From an optimization exercise on the open Yosys and OpenROAD flow, aimed at small area; shortcuts taken in it are not production practice. The RTL was checked by simulation tests, not by an equivalence proof against the original design. Power and IR drop assume default switching activity.

<file path="flow/flow/run.sh">
#!/bin/bash
# Standard synthesis, then the standard layout with three changes: the port
# buffers are the smallest buffer (buf_1) instead of the default pick; the clock
# tree is built from clkbuf_16 cells in sink clusters of up to 28, without dummy
# loads; and after synthesis the resizer may not use the largest buffers and
# inverters (it repairs long, heavily loaded nets with several smaller ones).
# ORFS writes each step's full log under orfs/logs; make's own output goes to
# synth_flow.log and layout_flow.log.
set -euo pipefail
export BUFFER_PORTS_ARGS="-buffer_cell sky130_fd_sc_hd__buf_1"
export CTS_ARGS="-sink_clustering_enable -repair_clock_nets -dont_use_dummy_load -buf_list sky130_fd_sc_hd__clkbuf_16 -sink_clustering_size 28 -sink_clustering_max_diameter 90"
bash standard.sh synth > synth_flow.log 2>&1
PLATFORM_DONT_USE="sky130_fd_sc_hd__probe_p_8 sky130_fd_sc_hd__probec_p_8 sky130_fd_sc_hd__lpflow_bleeder_1 sky130_fd_sc_hd__lpflow_clkbufkapwr_1 sky130_fd_sc_hd__lpflow_clkbufkapwr_16 sky130_fd_sc_hd__lpflow_clkbufkapwr_2 sky130_fd_sc_hd__lpflow_clkbufkapwr_4 sky130_fd_sc_hd__lpflow_clkbufkapwr_8 sky130_fd_sc_hd__lpflow_clkinvkapwr_1 sky130_fd_sc_hd__lpflow_clkinvkapwr_16 sky130_fd_sc_hd__lpflow_clkinvkapwr_2 sky130_fd_sc_hd__lpflow_clkinvkapwr_4 sky130_fd_sc_hd__lpflow_clkinvkapwr_8 sky130_fd_sc_hd__lpflow_decapkapwr_12 sky130_fd_sc_hd__lpflow_decapkapwr_3 sky130_fd_sc_hd__lpflow_decapkapwr_4 sky130_fd_sc_hd__lpflow_decapkapwr_6 sky130_fd_sc_hd__lpflow_decapkapwr_8 sky130_fd_sc_hd__lpflow_inputiso0n_1 sky130_fd_sc_hd__lpflow_inputiso0p_1 sky130_fd_sc_hd__lpflow_inputiso1n_1 sky130_fd_sc_hd__lpflow_inputiso1p_1 sky130_fd_sc_hd__lpflow_inputisolatch_1 sky130_fd_sc_hd__lpflow_isobufsrc_1 sky130_fd_sc_hd__lpflow_isobufsrc_16 sky130_fd_sc_hd__lpflow_isobufsrc_2 sky130_fd_sc_hd__lpflow_isobufsrc_4 sky130_fd_sc_hd__lpflow_isobufsrc_8 sky130_fd_sc_hd__lpflow_isobufsrckapwr_16 sky130_fd_sc_hd__lpflow_lsbuf_lh_hl_isowell_tap_1 sky130_fd_sc_hd__lpflow_lsbuf_lh_hl_isowell_tap_2 sky130_fd_sc_hd__lpflow_lsbuf_lh_hl_isowell_tap_4 sky130_fd_sc_hd__lpflow_lsbuf_lh_isowell_4 sky130_fd_sc_hd__lpflow_lsbuf_lh_isowell_tap_1 sky130_fd_sc_hd__lpflow_lsbuf_lh_isowell_tap_2 sky130_fd_sc_hd__lpflow_lsbuf_lh_isowell_tap_4"
EXTRA_DONT_USE="sky130_fd_sc_hd__buf_8 sky130_fd_sc_hd__buf_12 sky130_fd_sc_hd__buf_16 sky130_fd_sc_hd__bufbuf_8 sky130_fd_sc_hd__bufbuf_16 sky130_fd_sc_hd__bufinv_8 sky130_fd_sc_hd__bufinv_16 sky130_fd_sc_hd__inv_12 sky130_fd_sc_hd__inv_16"
bash standard.sh "DONT_USE_CELLS=$PLATFORM_DONT_USE $EXTRA_DONT_USE" finish > layout_flow.log 2>&1
</file>
<file path="flow/standard.sh">
#!/bin/bash
# synth_recipe.tcl (not shown) runs the flow's synth.tcl, then flattens the netlist and writes it again
# the make line also repeats each setting of config.mk as NAME=value (left out here)
make -C /OpenROAD-flow-scripts/flow DESIGN_CONFIG=/design/flow/config.mk WORK_HOME=/design/flow/orfs CLKGATE_MAP_FILE= SYNTH_SCRIPT=/design/flow/synth_recipe.tcl "${@:-finish}"
</file>
<file path="flow/config.mk">
export PLATFORM = sky130hd
export DESIGN_NAME = branch_prediction
export DESIGN_NICKNAME = branch_prediction
export VERILOG_FILES = /design/flow/design.v
export SDC_FILE = /design/flow/constraint.sdc
export NUM_CORES = 4
export LEC_CHECK = 0
export CAP_MARGIN = 0
export CORE_MARGIN = 2
export CORE_UTILIZATION = 55
export PLACE_DENSITY = 0.85
export SLEW_MARGIN = 0
export SYNTH_HIERARCHICAL = 1
</file>
<file path="flow/constraint.sdc">
create_clock -name core_clock -period 10.0 [get_ports {clk}]
set_input_delay 2.0000 -clock core_clock [delete_from_list [all_inputs] [get_ports {clk}]]
set_output_delay 2.0000 -clock core_clock [all_outputs]
set_load 0.01 [all_outputs]
</file>
<file path="flow/design.v">
`default_nettype none
package branch_prediction_pkg;
  localparam int RegBus      = 32;
  localparam int InstAddrBus = 32;
  localparam int BtbIndexW   = 4;
  localparam logic [1:0] CntStrongNT = 2'b00;
  localparam logic [1:0] CntWeakNT   = 2'b01;
  localparam logic [1:0] CntWeakT    = 2'b10;
  localparam logic [1:0] CntStrongT  = 2'b11;
  localparam logic       PredTaken   = 1'b1;
  typedef logic [InstAddrBus-1:0] inst_addr_t;
  function automatic logic is_mispredict(input logic       pred_taken,
                                         input inst_addr_t pred_target,
                                         input logic       taken,
                                         input inst_addr_t target);
    logic dir_wrong;
    logic tgt_wrong;
    dir_wrong = (pred_taken != taken);
    tgt_wrong = (taken == PredTaken) && (pred_taken == PredTaken) && (pred_target != target);
    is_mispredict = dir_wrong | tgt_wrong;
  endfunction
endpackage
`default_nettype wire
`default_nettype none
module branch_prediction_sat_counter2 (
  input  logic [1:0] cnt,
  input  logic       up,
  output logic [1:0] cnt_next
);
  always_comb begin
    cnt_next = cnt;
    unique case (cnt)
      branch_prediction_pkg::CntStrongNT: cnt_next = up ? branch_prediction_pkg::CntWeakNT  : branch_prediction_pkg::CntStrongNT;
      branch_prediction_pkg::CntWeakNT:   cnt_next = up ? branch_prediction_pkg::CntWeakT   : branch_prediction_pkg::CntStrongNT;
      branch_prediction_pkg::CntWeakT:    cnt_next = up ? branch_prediction_pkg::CntStrongT : branch_prediction_pkg::CntWeakNT;
      branch_prediction_pkg::CntStrongT:  cnt_next = up ? branch_prediction_pkg::CntStrongT : branch_prediction_pkg::CntWeakT;
      default:     cnt_next = cnt;
    endcase
  end
endmodule
module branch_prediction_hold (
  input  logic we,
  input  logic wen,
  input  logic d,
  input  logic q,
  output logic o
);
  assign o = (we & d) | (wen & q);
endmodule
module branch_prediction_rd16 (
  input  logic [15:0] sel,
  input  logic [15:0] d,
  output logic        o
);
  logic [5:0] w_n;
  logic [1:0] w_p;
  for (genvar g = 0; g < 5; g++) begin : g_aoi
    branch_prediction_aoi222 u_aoi (
      .a0(sel[3*g]),   .b0(d[3*g]),
      .a1(sel[3*g+1]), .b1(d[3*g+1]),
      .a2(sel[3*g+2]), .b2(d[3*g+2]),
      .o (w_n[g])
    );
  end
  branch_prediction_nand2 u_last (.a(sel[15]), .b(d[15]), .o(w_n[5]));
  branch_prediction_nand3 u_p0 (.a(w_n[0]), .b(w_n[1]), .c(w_n[2]), .o(w_p[0]));
  branch_prediction_nand3 u_p1 (.a(w_n[3]), .b(w_n[4]), .c(w_n[5]), .o(w_p[1]));
  branch_prediction_or2   u_o  (.a(w_p[0]), .b(w_p[1]), .o(o));
endmodule
module branch_prediction_rd16n (
  input  logic [15:0] sel,
  input  logic [15:0] d,
  output logic        o_n
);
  logic [5:0] w_n;
  logic [1:0] w_p;
  for (genvar g = 0; g < 5; g++) begin : g_aoi
    branch_prediction_aoi222 u_aoi (
      .a0(sel[3*g]),   .b0(d[3*g]),
      .a1(sel[3*g+1]), .b1(d[3*g+1]),
      .a2(sel[3*g+2]), .b2(d[3*g+2]),
      .o (w_n[g])
    );
  end
  branch_prediction_nand2 u_last (.a(sel[15]), .b(d[15]), .o(w_n[5]));
  branch_prediction_nand3 u_p0 (.a(w_n[0]), .b(w_n[1]), .c(w_n[2]), .o(w_p[0]));
  branch_prediction_nand3 u_p1 (.a(w_n[3]), .b(w_n[4]), .c(w_n[5]), .o(w_p[1]));
  branch_prediction_nor2  u_o  (.a(w_p[0]), .b(w_p[1]), .o(o_n));
endmodule
module branch_prediction_rd16g (
  input  logic [15:0] sel,
  input  logic [15:0] d,
  input  logic        en,
  output logic        o
);
  logic [5:0] w_n;
  logic [1:0] w_p;
  for (genvar g = 0; g < 5; g++) begin : g_aoi
    branch_prediction_aoi222 u_aoi (
      .a0(sel[3*g]),   .b0(d[3*g]),
      .a1(sel[3*g+1]), .b1(d[3*g+1]),
      .a2(sel[3*g+2]), .b2(d[3*g+2]),
      .o (w_n[g])
    );
  end
  branch_prediction_nand2 u_last (.a(sel[15]), .b(d[15]), .o(w_n[5]));
  branch_prediction_nand3 u_p0 (.a(w_n[0]), .b(w_n[1]), .c(w_n[2]), .o(w_p[0]));
  branch_prediction_nand3 u_p1 (.a(w_n[3]), .b(w_n[4]), .c(w_n[5]), .o(w_p[1]));
  branch_prediction_oa21  u_o  (.a(w_p[0]), .b(w_p[1]), .en(en), .o(o));
endmodule
module branch_prediction_oa21 (
  input  logic a, b, en,
  output logic o
);
  assign o = (a | b) & en;
endmodule
module branch_prediction_aoi222 (
  input  logic a0, b0, a1, b1, a2, b2,
  output logic o
);
  assign o = ~((a0 & b0) | (a1 & b1) | (a2 & b2));
endmodule
module branch_prediction_nand2 (
  input  logic a, b,
  output logic o
);
  assign o = ~(a & b);
endmodule
module branch_prediction_nand3 (
  input  logic a, b, c,
  output logic o
);
  assign o = ~(a & b & c);
endmodule
module branch_prediction_or2 (
  input  logic a, b,
  output logic o
);
  assign o = a | b;
endmodule
module branch_prediction_inc_bit (
  input  logic q,
  input  logic c,
  input  logic clr,
  output logic d,
  output logic co
);
  logic w_sn;
  branch_prediction_xnor2 u_x (.a(q), .b(c), .o(w_sn));
  branch_prediction_nor2  u_d (.a(clr), .b(w_sn), .o(d));
  branch_prediction_and2  u_c (.a(q), .b(c), .o(co));
endmodule
module branch_prediction_xnor2 (
  input  logic a, b,
  output logic o
);
  assign o = ~(a ^ b);
endmodule
module branch_prediction_nor2 (
  input  logic a, b,
  output logic o
);
  assign o = ~(a | b);
endmodule
module branch_prediction_and2 (
  input  logic a, b,
  output logic o
);
  assign o = a & b;
endmodule
`default_nettype wire
`default_nettype none
module branch_prediction #(
  parameter int INDEX_W = branch_prediction_pkg::BtbIndexW,
  parameter int CNT_W   = branch_prediction_pkg::RegBus
) (
  input  logic               clk,
  input  logic               rst,
  input  logic               ce,
  input  logic [31:0]        pc_i,
  input  logic               stall_i,
  output logic               pre_branch_flag_o,
  output logic [31:0]        pre_branch_target_address_o,
  input  logic               upd_valid_i,
  input  logic [31:0]        upd_pc_i,
  input  logic               upd_taken_i,
  input  logic [31:0]        upd_target_i,
  input  logic               upd_pred_taken_i,
  input  logic [31:0]        upd_pred_target_i,
  input  logic               perf_clr_i,
  output logic [CNT_W-1:0]   lookup_cnt_o,
  output logic [CNT_W-1:0]   hit_cnt_o,
  output logic [CNT_W-1:0]   mispred_cnt_o
);
  localparam int ENTRIES = 2 ** INDEX_W;
  localparam int TAG_W   = branch_prediction_pkg::InstAddrBus - INDEX_W - 2;
  logic [ENTRIES-1:0] r_valid;
  logic [TAG_W-1:0]   r_tag    [ENTRIES];
  logic [31:0]        r_target [ENTRIES];
  logic [1:0]         r_cnt    [ENTRIES];
  logic [CNT_W-1:0] r_lookup_cnt;
  logic [CNT_W-1:0] r_hit_cnt;
  logic [CNT_W-1:0] r_mispred_cnt;
  logic [INDEX_W-1:0] w_lk_idx;
  logic [TAG_W-1:0]   w_lk_tag;
  logic               w_lk_hit;
  logic               w_pred_taken;
  logic               w_lookup_fire;
  logic [INDEX_W-1:0] w_upd_idx;
  logic [TAG_W-1:0]   w_upd_tag;
  logic               w_upd_hit;
  logic [1:0]         w_upd_cnt_next;
  logic [1:0]         w_cnt_wdata;
  logic               w_mispred;
  logic               w_alloc;
  logic               w_cnt_we;
  logic               w_unused;
  logic [ENTRIES-1:0] w_lk_sel;
  logic [ENTRIES-1:0] w_upd_sel;
  logic [TAG_W-1:0]   w_lk_rtag_n;
  logic [TAG_W-1:0]   w_upd_rtag_n;
  logic [31:0]        w_lk_rtarget;
  logic [1:0]         w_upd_rcnt;
  logic               w_lk_rvalid;
  logic               w_lk_rcnt1;
  logic               w_upd_rvalid;
  logic [ENTRIES-1:0] w_we;
  logic [ENTRIES-1:0] w_cwe;
  assign w_lk_idx      = pc_i[INDEX_W+1:2];
  assign w_lk_tag      = pc_i[31:INDEX_W+2];
  assign w_upd_idx     = upd_pc_i[INDEX_W+1:2];
  assign w_upd_tag     = upd_pc_i[31:INDEX_W+2];
  assign w_lk_sel      = ENTRIES'(1) << w_lk_idx;
  assign w_upd_sel     = ENTRIES'(1) << w_upd_idx;
  for (genvar b = 0; b < TAG_W; b++) begin : g_rtag
    logic [ENTRIES-1:0] w_col;
    for (genvar i = 0; i < ENTRIES; i++) begin : g_col
      assign w_col[i] = r_tag[i][b];
    end
    branch_prediction_rd16n u_lk  (.sel(w_lk_sel),  .d(w_col), .o_n(w_lk_rtag_n[b]));
    branch_prediction_rd16n u_upd (.sel(w_upd_sel), .d(w_col), .o_n(w_upd_rtag_n[b]));
  end
  for (genvar b = 0; b < 32; b++) begin : g_rtgt
    logic [ENTRIES-1:0] w_col;
    for (genvar i = 0; i < ENTRIES; i++) begin : g_col
      assign w_col[i] = r_target[i][b];
    end
    branch_prediction_rd16g u_lk (.sel(w_lk_sel), .d(w_col), .en(w_pred_taken), .o(w_lk_rtarget[b]));
  end
  logic [ENTRIES-1:0] w_cnt0_col;
  logic [ENTRIES-1:0] w_cnt1_col;
  for (genvar i = 0; i < ENTRIES; i++) begin : g_ccol
    assign w_cnt0_col[i] = r_cnt[i][0];
    assign w_cnt1_col[i] = r_cnt[i][1];
  end
  branch_prediction_rd16 u_lk_valid  (.sel(w_lk_sel),  .d(r_valid),    .o(w_lk_rvalid));
  branch_prediction_rd16 u_lk_cnt1   (.sel(w_lk_sel),  .d(w_cnt1_col), .o(w_lk_rcnt1));
  branch_prediction_rd16 u_upd_valid (.sel(w_upd_sel), .d(r_valid),    .o(w_upd_rvalid));
  branch_prediction_rd16 u_upd_cnt0  (.sel(w_upd_sel), .d(w_cnt0_col), .o(w_upd_rcnt[0]));
  branch_prediction_rd16 u_upd_cnt1  (.sel(w_upd_sel), .d(w_cnt1_col), .o(w_upd_rcnt[1]));
  assign w_lk_hit      = ce & w_lk_rvalid & (w_lk_rtag_n == ~w_lk_tag);
  assign w_pred_taken  = w_lk_hit & w_lk_rcnt1;
  assign w_lookup_fire = ce & ~stall_i;
  assign pre_branch_flag_o           = w_pred_taken;
  assign pre_branch_target_address_o = w_lk_rtarget;
  assign w_upd_hit = w_upd_rvalid & (w_upd_rtag_n == ~w_upd_tag);
  assign w_mispred = upd_valid_i &
                     branch_prediction_pkg::is_mispredict(upd_pred_taken_i, upd_pred_target_i,
                                   upd_taken_i, upd_target_i);
  assign w_unused = ^{pc_i[1:0], upd_pc_i[1:0]};
  branch_prediction_sat_counter2 u_sat_counter2 (
    .cnt      (w_upd_rcnt),
    .up       (upd_taken_i),
    .cnt_next (w_upd_cnt_next)
  );
  assign w_alloc     = upd_valid_i & upd_taken_i;
  assign w_cnt_we    = upd_valid_i & (upd_taken_i | w_upd_hit);
  assign w_cnt_wdata = w_upd_hit ? w_upd_cnt_next : branch_prediction_pkg::CntWeakT;
  assign w_we        = {ENTRIES{w_alloc}} & w_upd_sel;
  assign w_cwe       = {ENTRIES{w_cnt_we}} & w_upd_sel;
  always_ff @(posedge clk or negedge rst) begin
    if (!rst) begin
      r_valid <= '0;
    end else begin
      r_valid <= r_valid | w_we;
    end
  end
  for (genvar i = 0; i < ENTRIES; i++) begin : g_ent
    logic               w_wen;
    logic               w_cwen;
    logic [TAG_W-1:0]   w_tag_d;
    logic [31:0]        w_tgt_d;
    logic [1:0]         w_cnt_d;
    assign w_wen  = ~w_we[i];
    assign w_cwen = ~w_cwe[i];
    for (genvar b = 0; b < TAG_W; b++) begin : g_tag
      branch_prediction_hold u_h (.we(w_we[i]), .wen(w_wen), .d(w_upd_tag[b]), .q(r_tag[i][b]), .o(w_tag_d[b]));
    end
    for (genvar b = 0; b < 32; b++) begin : g_tgt
      branch_prediction_hold u_h (.we(w_we[i]), .wen(w_wen), .d(upd_target_i[b]), .q(r_target[i][b]), .o(w_tgt_d[b]));
    end
    for (genvar b = 0; b < 2; b++) begin : g_cnt
      branch_prediction_hold u_h (.we(w_cwe[i]), .wen(w_cwen), .d(w_cnt_wdata[b]), .q(r_cnt[i][b]), .o(w_cnt_d[b]));
    end
    always_ff @(posedge clk) begin
      r_tag[i]    <= w_tag_d;
      r_target[i] <= w_tgt_d;
      r_cnt[i]    <= w_cnt_d;
    end
  end
  logic [CNT_W-1:0] w_lookup_d, w_hit_d, w_mispred_d;
  logic [CNT_W:0]   w_lookup_c, w_hit_c, w_mispred_c;
  assign w_lookup_c[0]  = w_lookup_fire;
  assign w_hit_c[0]     = w_lookup_fire & w_lk_hit;
  assign w_mispred_c[0] = w_mispred;
  for (genvar b = 0; b < CNT_W; b++) begin : g_perf
    branch_prediction_inc_bit u_lookup (
      .q(r_lookup_cnt[b]), .c(w_lookup_c[b]), .clr(perf_clr_i),
      .d(w_lookup_d[b]), .co(w_lookup_c[b+1])
    );
    branch_prediction_inc_bit u_hit (
      .q(r_hit_cnt[b]), .c(w_hit_c[b]), .clr(perf_clr_i),
      .d(w_hit_d[b]), .co(w_hit_c[b+1])
    );
    branch_prediction_inc_bit u_mispred (
      .q(r_mispred_cnt[b]), .c(w_mispred_c[b]), .clr(perf_clr_i),
      .d(w_mispred_d[b]), .co(w_mispred_c[b+1])
    );
  end
  always_ff @(posedge clk or negedge rst) begin
    if (!rst) begin
      r_lookup_cnt  <= '0;
      r_hit_cnt     <= '0;
      r_mispred_cnt <= '0;
    end else begin
      r_lookup_cnt  <= w_lookup_d;
      r_hit_cnt     <= w_hit_d;
      r_mispred_cnt <= w_mispred_d;
    end
  end
  assign lookup_cnt_o  = r_lookup_cnt;
  assign hit_cnt_o     = r_hit_cnt;
  assign mispred_cnt_o = r_mispred_cnt;
endmodule
`default_nettype wire
</file>
==> results.txt <==
==> cells in the final DEF, fill, tap and decap left out, types with 41 or more instances in the layout <==
cell type,n
dfrtp_1,112
clkbuf_16,44
nand3_1,196
a22o_1,961
xnor2_1,119
a222oi_1,445
dfxtp_1,960
buf_1,258
buf_2,132
nand2_1,94
buf_4,41
xor2_1,54
nor2_1,147
and2_1,96
==> critical path: cells and delay by family <==
| family | cells | cell delay, ps |
|---|---|---|
| AO/OA/AOI/OAI | 1 | 380 |
| XOR/XNOR | 2 | 280 |
| buffers and inverters | 5 | 1270 |
| AND/OR/NAND/NOR | 38 | 5990 |
==> where the power goes <==
part	switching, mW	internal, mW	total (mW)
Clock	1.31	0.795	2.10
Combinational	0.563	0.647	1.21
Sequential	0.523	5.04	5.57
Total	2.39	6.48	8.88
==> state kept, by name (all words and copies together) (netlist names) <==
name,flops
r_mispred_cnt,32
r_hit_cnt,32
r_cnt,32
r_tag,416
r_valid,16
r_lookup_cnt,32
r_target,512
==> metrics by stage <==
| stage | setup slack [ps] | utilization | hold WS (ps) | cell area [sq um] | setup TNS, ps |
|---|---|---|---|---|---|
| 2_1_floorplan | 10.5 | - | 438 | 40100 | 0 |
| 3_3_place_gp | 66.4 | 0.607 | 450 | 43500 | 0 |
| 3_5_place_dp | -110 | 0.607 | 452 | 43500 | -174 |
| 4_1_cts | 464 | 0.622 | 481 | 44600 | 0 |
| 5_1_grt | 21.5 | 0.623 | 491 | 44700 | 0 |
| 6_report | 539 | 0.623 | 475 | 44700 | 0 |
==> layer usage <==
layer,vias up,track usage,share of wire
li1,15200,-,-
met1,17700,0.474,0.35
met2,3333,0.554,0.42
met3,770,0.0975,0.16
met4,2,0.234,0.071
met5,-,0,0.000042
==> final cells by class <==
class                   instances  area, sq um
fillers                      5730        27000
flip-flops and latches       1072        22000
well taps                     950         1190
diodes                          8         20.0
repair buffers                435         1970
inverters                      18         76.3
clock buffers                  44         1100
multi-input cells            2282        18300
==> timing repair <==
action | 4_1_cts | 5_1_grt
hold buffers | 0 | 0
resized for setup | 0 | 16
setup endpoints to repair | 0 | 4
==> final timing paths <==
| check | start | endpoint | slack, ps | cells after the start |
|---|---|---|---|---|
| max | pc_i[2] | r_hit_cnt[31] | 540 | 46 |
| min | r_target[13][10] | r_target[13][10] | 480 | 1 |
| max reg2reg | r_tag[0][18] | r_hit_cnt[31] | 2530 | 42 |
| min reg2reg | r_target[13][10] | r_target[13][10] | 480 | 1 |
| max in group asynchronous | rst | r_lookup_cnt[29] | 7320 | 2 |
| min in group asynchronous | rst | r_mispred_cnt[24] | 1370 | 1 |
==> results.yml <==
global_route:
  overflow: 0
  groute.usage.overall: 0.369
  grt_pass1_vias: 35700
  grt_pass1_wl_um: 215000
  antenna_found_initial: 9
  grt_max_degree: 77
outcome:
  status: "no timing/DRC/antenna violations"
clocking:
  cts_made_buffers: 44
  postCtsSetupRepairBufs: 0
  root_buffer: "clkbuf_16"
  h-tree-depth: 2
  clkSinkCount: 1072
  tritoncts: "built"
  clkTransAtPathRegs_ps: 100
  clock_path_buffers: 3
  clk-insertion-delay-late_ps: 670
timing:
  slew_headroom: 0.0874
  worst_pin_slew_ps: 1360
  slew_viol_final: 0
  hold_viol: 0
  finalCriticalPeriod_ps: 9460
  finalCritPeriodShare: 0.946
  rsz0062_at_grt: "false"
  final-setup-viol-count: 0
  skew_ps: 55.9
  max_clock_freq_mhz: 106
drt:
  vias: 37000
  postRouteAntennaNets: 0
  dr.pass1.iters: 22
  vias_per_cell: 7.69
  first_iter_violations: 8133
  wirelength_um: 144000
  wl_per_cell_um: 30.0
  drcViolationCount: 0
synth:
  ys_warn_count: 14
  synth_cells: 3381
  avgSynthCellArea_sq_um: 11.8
  synth_fp_nets: 3518
  mappedNetlistArea_sq_um: 40000
placed_design:
  placed_cells: 4757
  gp_congestion: 0.925
  numPortBuffers: 260
  hpwl_um: 87100
floorplan:
  die_y_um: 274
  die_w_um: 274
  dieArea_sq_um: 75000
  core-area_sq_um: 71700
  initial_utilization: 0.558
  pin_count: 265
  row_count: 98
setup_path:
  critical_path_class: "primary input to flip-flop"
  slowest_stage: "a222oi_1"
  crit_top_cell: "and2_1"
  required_ps: 10470
  cp_max_fo: 24
  arrival_ps: 9940
  max_stage_delay_ps: 380
  startpoint_type: "primary input"
  cp-end-kind: "flip-flop"
layout:
  final_cells: 4809
  area_delta_synth_final_pct: 11.7
  fin_nets: 3990
  drive_above_1_share: 0.0776
run:
  drv_cap: 0
pwr:
  power.total_mw: 8.88
  p_leak_nw: 18.6
  ir_drop_v: 0.000168
  power.density_nw_per_um2: 199
hold_path:
  hp-class: "flip-flop to flip-flop"

what the ideal ports hide:
In the flow no input, the clock included, has a driving cell. The finished layout below was timed again as built, in two steps.
Step 1: set_driving_cell puts a clkbuf_16 on clk and a buf_2 on each other input, an assumption about the parent block.
Step 2 adds t to the input delays and takes it off the output delays; t is the mean of the earliest and latest rising clock arrival at the registers after step 1. Input paths then give back, and output paths get back, about the clock's delay inside the block.
Slacks: ideal / step 1 / step 2; pairs: ideal / step 1.
shift t [ns]: 0.700
setup slack, ns: 0.539 / 0.589 / -0.111
worst setup path at the end: input to register
worst slew at a driven data input, ns: 0.13
pins driven straight from the clock port: 1
With both steps, setup timing fails in this run, where it was met with ideal ports. The setup slack of this run moves by +0.050 ns with the drivers and by -0.650 ns with both steps.
